This design comes from an exercise in tuning for small area on the open sky130 flow, not from production work.
The RTL was checked by simulation tests, not by an equivalence proof against the original design.
Power is estimated from default activity; no workload was simulated.

== the baseline ==
==> flow/design.v <==
module pcap_multi_capture #(
    parameter int NCHAN = 4,
    parameter int DW    = 32,
    parameter int ACC_W = 64
) (
    input  logic                  clk_i,
    input  logic                  reset_i,
    input  logic                  arm_i,
    input  logic                  disarm_i,
    input  logic [1:0]            capture_edge_i,
    input  logic [5:0]            shift_sum_i,
    input  logic [2*NCHAN-1:0]    chan_mode_i,
    input  logic                  enable_i,
    input  logic                  gate_i,
    input  logic                  capture_i,
    input  logic [NCHAN*DW-1:0]   posbus_i,
    output logic [DW-1:0]         dat_o,
    output logic                  dat_valid_o,
    input  logic                  dat_ready_i,
    output logic                  actv_o,
    output logic                  done_o,
    output logic [1:0]            status_o,
    output logic [1:0]            health_o
);
    localparam int            IW       = (NCHAN > 1) ? $clog2(NCHAN) : 1;
    localparam logic [IW-1:0] LAST_IDX = IW'(NCHAN - 1);
    localparam logic [1:0] ST_IDLE  = 2'd0;
    localparam logic [1:0] ST_ARMED = 2'd1;
    localparam logic [1:0] ST_RUN   = 2'd2;
    localparam logic [1:0] ST_DRAIN = 2'd3;
    logic [1:0]    state_q, state_d;
    logic          dat_valid_q, dat_valid_d;
    logic          actv_q, done_q, done_d;
    logic [1:0]    status_q, status_d, health_q, health_d;
    logic          enable_q, capture_q;
    logic [IW-1:0] idx_q;
    logic [1:0]    pend_q;
    logic          zf_q;                        
    logic [NCHAN-1:0][DW-1:0]    prev_q;
    logic [NCHAN-1:0][ACC_W-1:0] acc_q;
    logic [NCHAN-1:0][ACC_W-1:0] res_q;         
    logic [NCHAN-1:0]            res_sum_q;     
    logic [5:0]                  sh_q;          
    logic                    edge_s, run_s, cap_s, accept_s, last_s, frame_free_s, start_s, too_close_s;
    logic                    en_rise_s, en_fall_s, end_req_s;
    logic [1:0]              end_status_s;
    logic [NCHAN-1:0][ACC_W-1:0] sum_s;
    logic [NCHAN-1:0]        ovf_s;
    always_comb begin
        case (capture_edge_i)
            2'd1:    edge_s = ~capture_i & capture_q;
            2'd2:    edge_s = capture_i ^ capture_q;
            default: edge_s = capture_i & ~capture_q;
        endcase
        run_s        = (state_q == ST_RUN);
        en_rise_s    = enable_i & ~enable_q;
        en_fall_s    = ~enable_i & enable_q;
        cap_s        = run_s & enable_i & edge_s & ~disarm_i;
        accept_s     = dat_valid_q & dat_ready_i;
        last_s       = (idx_q == LAST_IDX);
        frame_free_s = ~dat_valid_q | (accept_s & last_s);
        start_s      = cap_s & frame_free_s;
        too_close_s  = cap_s & ~frame_free_s;
    end
    logic [DW-1:0] keep_s;
    logic          chk_q;                       
    logic [1:0]    health_s;                    
    always_comb begin
        for (int i = 0; i < DW; i++) keep_s[i] = (5'(i) >= sh_q[4:0]);
        for (int n = 0; n < NCHAN; n++)
            ovf_s[n] = res_sum_q[n] & ~sh_q[5] &
                       (|((res_q[n][ACC_W-2:DW-1] ^ res_q[n][ACC_W-1:DW]) & keep_s));
        health_s = (chk_q & (|ovf_s) & (health_q != 2'd1)) ? 2'd2 : health_q;
    end
    always_comb begin
        for (int n = 0; n < NCHAN; n++) begin
            logic [1:0]       mode;
            logic             use_acc, use_ref, use_smp;
            logic [ACC_W-1:0] a, b;
            logic [DW-1:0]    smp;
            logic             c32, sb, ao;
            mode    = chan_mode_i[2*n +: 2];
            smp     = posbus_i[n*DW +: DW];
            use_ref = cap_s & (mode == 2'd1);
            use_acc = ~zf_q & ~(cap_s & (mode != 2'd2));
            use_smp = gate_i | (cap_s & (mode != 2'd2));
            a[DW-1:0]     = use_acc ? acc_q[n][DW-1:0] : (use_ref ? ~prev_q[n] : '0);
            a[ACC_W-1:DW] = zf_q ? '0 : acc_q[n][ACC_W-1:DW];
            b             = use_smp ? {{(ACC_W-DW){smp[DW-1]}}, smp} : '0;
            c32 = use_ref;
            for (int j = 0; j < DW / 4; j++) begin
                logic co, t;
                co = (j == 0) ? use_ref : 1'b0;
                for (int i = 4*j; i < 4*j + 4; i++) begin
                    sum_s[n][i] = a[i] ^ b[i] ^ co;
                    co          = (a[i] & b[i]) | (a[i] & co) | (b[i] & co);
                end
                if (j == 0) begin
                    c32 = co;
                end else begin
                    t = 1'b1;
                    for (int i = 4*j; i < 4*j + 4; i++) begin
                        logic s0;
                        s0          = sum_s[n][i];
                        sum_s[n][i] = s0 ^ (c32 & t);
                        t           = t & s0;
                    end
                    c32 = co | (c32 & t);
                end
            end
            sb  = b[DW-1];
            ao  = 1'b1;
            for (int i = DW; i < ACC_W; i++) begin
                sum_s[n][i] = a[i] ^ ((c32 ^ sb) & ao);
                ao = ao & (a[i] ^ sb);
            end
        end
    end
    always_comb begin
        state_d      = state_q;
        dat_valid_d  = dat_valid_q;
        done_d       = 1'b0;
        status_d     = status_q;
        health_d     = health_s;
        end_req_s    = 1'b0;
        end_status_s = 2'd0;
        if (accept_s & last_s) dat_valid_d = 1'b0;
        if (start_s) begin
            dat_valid_d = 1'b1;
        end else if (too_close_s) begin
            health_d = 2'd1;
        end
        case (state_q)
            ST_IDLE: begin
                if (arm_i) begin
                    state_d  = ST_ARMED;
                    health_d = 2'd0;
                    status_d = 2'd0;
                end
            end
            ST_ARMED: begin
                if (disarm_i) begin
                    end_req_s    = 1'b1;
                    end_status_s = 2'd1;
                end else if (en_rise_s) begin
                    state_d = ST_RUN;
                end
            end
            ST_RUN: begin
                if (disarm_i) begin
                    end_req_s    = 1'b1;
                    end_status_s = 2'd1;
                end else if (too_close_s) begin
                    end_req_s    = 1'b1;
                    end_status_s = 2'd2;
                end else if (en_fall_s) begin
                    end_req_s    = 1'b1;
                    end_status_s = 2'd0;
                end
            end
            default: begin
                end_req_s    = 1'b1;
                end_status_s = pend_q;
            end
        endcase
        if (end_req_s) begin
            if (dat_valid_d) begin
                state_d = ST_DRAIN;
            end else begin
                state_d  = ST_IDLE;
                done_d   = 1'b1;
                status_d = end_status_s;
            end
        end
    end
    always_ff @(posedge clk_i or posedge reset_i) begin
        if (reset_i) begin
            state_q     <= ST_IDLE;
            dat_valid_q <= 1'b0;
            actv_q      <= 1'b0;
            done_q      <= 1'b0;
            status_q    <= 2'd0;
            health_q    <= 2'd0;
            chk_q       <= 1'b0;
        end else begin
            state_q     <= state_d;
            dat_valid_q <= dat_valid_d;
            actv_q      <= (state_d != ST_IDLE);
            done_q      <= done_d;
            status_q    <= status_d;
            health_q    <= health_d;
            chk_q       <= start_s;
        end
    end
    always_ff @(posedge clk_i) begin
        enable_q  <= enable_i;
        capture_q <= capture_i;
        zf_q      <= ~run_s | cap_s;
        if (end_req_s) pend_q <= end_status_s;
        if (start_s) idx_q <= '0;
        else if (accept_s) idx_q <= idx_q + 1'b1;
        acc_q <= sum_s;
        for (int n = 0; n < NCHAN; n++) begin
            if (~run_s | (start_s & (chan_mode_i[2*n +: 2] == 2'd1)))
                prev_q[n] <= posbus_i[n*DW +: DW];
        end
        if (frame_free_s) begin
            res_q <= sum_s;
            sh_q  <= shift_sum_i;
            for (int n = 0; n < NCHAN; n++)
                res_sum_q[n] <= (chan_mode_i[2*n +: 2] == 2'd2);
        end
    end
    logic [ACC_W-1:0] out_res_s;
    logic [5:0]       out_sh_s;
    logic [3:0]       d54, d32, d10;
    logic [47:0]      st1_s;
    logic [35:0]      st2_s;
    logic [DW-1:0]    word_s;
    always_comb begin
        out_res_s = res_q[idx_q];
        out_sh_s  = res_sum_q[idx_q] ? sh_q : 6'd0;
        d54 = 4'b0001 << out_sh_s[5:4];
        d32 = 4'b0001 << out_sh_s[3:2];
        d10 = 4'b0001 << out_sh_s[1:0];
        for (int i = 0; i < 48; i++)
            st1_s[i] = (d54[0] & out_res_s[i]) |
                       (d54[1] & out_res_s[(i + 16 < ACC_W) ? i + 16 : ACC_W - 1]) |
                       (d54[2] & out_res_s[(i + 32 < ACC_W) ? i + 32 : ACC_W - 1]) |
                       (d54[3] & out_res_s[(i + 48 < ACC_W) ? i + 48 : ACC_W - 1]);
        for (int i = 0; i < 36; i++)
            st2_s[i] = (d32[0] & st1_s[i]) | (d32[1] & st1_s[i + 4]) |
                       (d32[2] & st1_s[i + 8]) | (d32[3] & st1_s[(i + 12 < 48) ? i + 12 : 47]);
        for (int i = 0; i < DW; i++)
            word_s[i] = (d10[0] & st2_s[i]) | (d10[1] & st2_s[i + 1]) |
                        (d10[2] & st2_s[i + 2]) | (d10[3] & st2_s[i + 3]);
    end
    assign dat_o       = word_s;
    assign dat_valid_o = dat_valid_q;
    assign actv_o      = actv_q;
    assign done_o      = done_q;
    assign status_o    = status_q;
    assign health_o    = health_s;
endmodule
Settings: LEC_CHECK=0, ABC_AREA=1, CAP_MARGIN=10, CORE_MARGIN=2, CORE_UTILIZATION=40, CTS_BUF_LIST=sky130_fd_sc_hd__clkbuf_4 sky130_fd_sc_hd__clkbuf_8, SLEW_MARGIN=10; clock period 10.0 ns.
standard.sh (not shown) runs the stock make flow with config.mk's settings and CLKGATE_MAP_FILE= SYNTH_SCRIPT=/design/flow/synth_recipe.tcl, a recipe that flattens the netlist after the stock synthesis.
==> flow/flow/run.sh <==
#!/bin/bash
set -e
export BUFFER_PORTS_ARGS="-buffer_cell sky130_fd_sc_hd__buf_1"
export CTS_ARGS="-sink_clustering_enable -repair_clock_nets -dont_use_dummy_load -sink_clustering_size 14 -sink_clustering_max_diameter 80 -buf_list {sky130_fd_sc_hd__clkbuf_4 sky130_fd_sc_hd__clkbuf_8}"
bash standard.sh > flow_run.log 2>&1
> inputs changed (the baseline -> the candidate)
Settings: clearing ABC_AREA, which used to be 1.
==> comparison <==
- Via count ends up lower on the baseline.
- The baseline → the candidate: core area +about 3.5%; routed wire length +about 19%.
- In the reports for the baseline and the candidate, the smaller global-route usage over all layers belongs to the baseline.
- Delta (the candidate minus the baseline): fraction of the yosys area taken by sequential cells saw a decrease; average cell area after synthesis saw an increase; clock network power saw little to no change.
- The candidate reached the end of the flow, and the finished layout is clean on the timing, DRC and antenna checks.
- Going from the baseline to the candidate, share of the synthesized netlist area taken by xor and xnor gates rose by 1.1 points, number of filler cells placed in the layout stayed essentially flat, insertion delay of the later-clocked pin in the worst-skew pair rose by 0.04 ns.

-- what the ideal ports hide --
In the flow no input, the clock included, has a driving cell. The finished layouts below were timed again as built, in two steps.
Step 1 assumes that a clkbuf_16 drives the clock port and a buf_2 every other input.
Step 2 times the ports against the registers' clock, not the clock port: input delays grow and output delays shrink by t, the midpoint of the rising clock arrivals with the driver on.
a / b / c = no drivers / after step 1 / after step 2; a / b = the first two.
run | t, ns | setup WS [ns] | hold slack, ns | latest minus earliest clock arrival (ns) | cell pins on the clock port's net
the baseline | 0.719 | 2.116 / 2.165 / 1.446 | 0.483 / 0.483 / 0.483 | 0.156 / 0.156 | 1
the candidate | 0.795 | 1.579 / 1.632 / 0.837 | 0.535 / 0.535 / 0.535 | 0.109 / 0.110 | 1
After both steps setup and hold are still met in every run listed. For the candidate, which loses most, drivers alone change the setup slack by +0.053 ns; drivers and shift together by -0.742 ns.
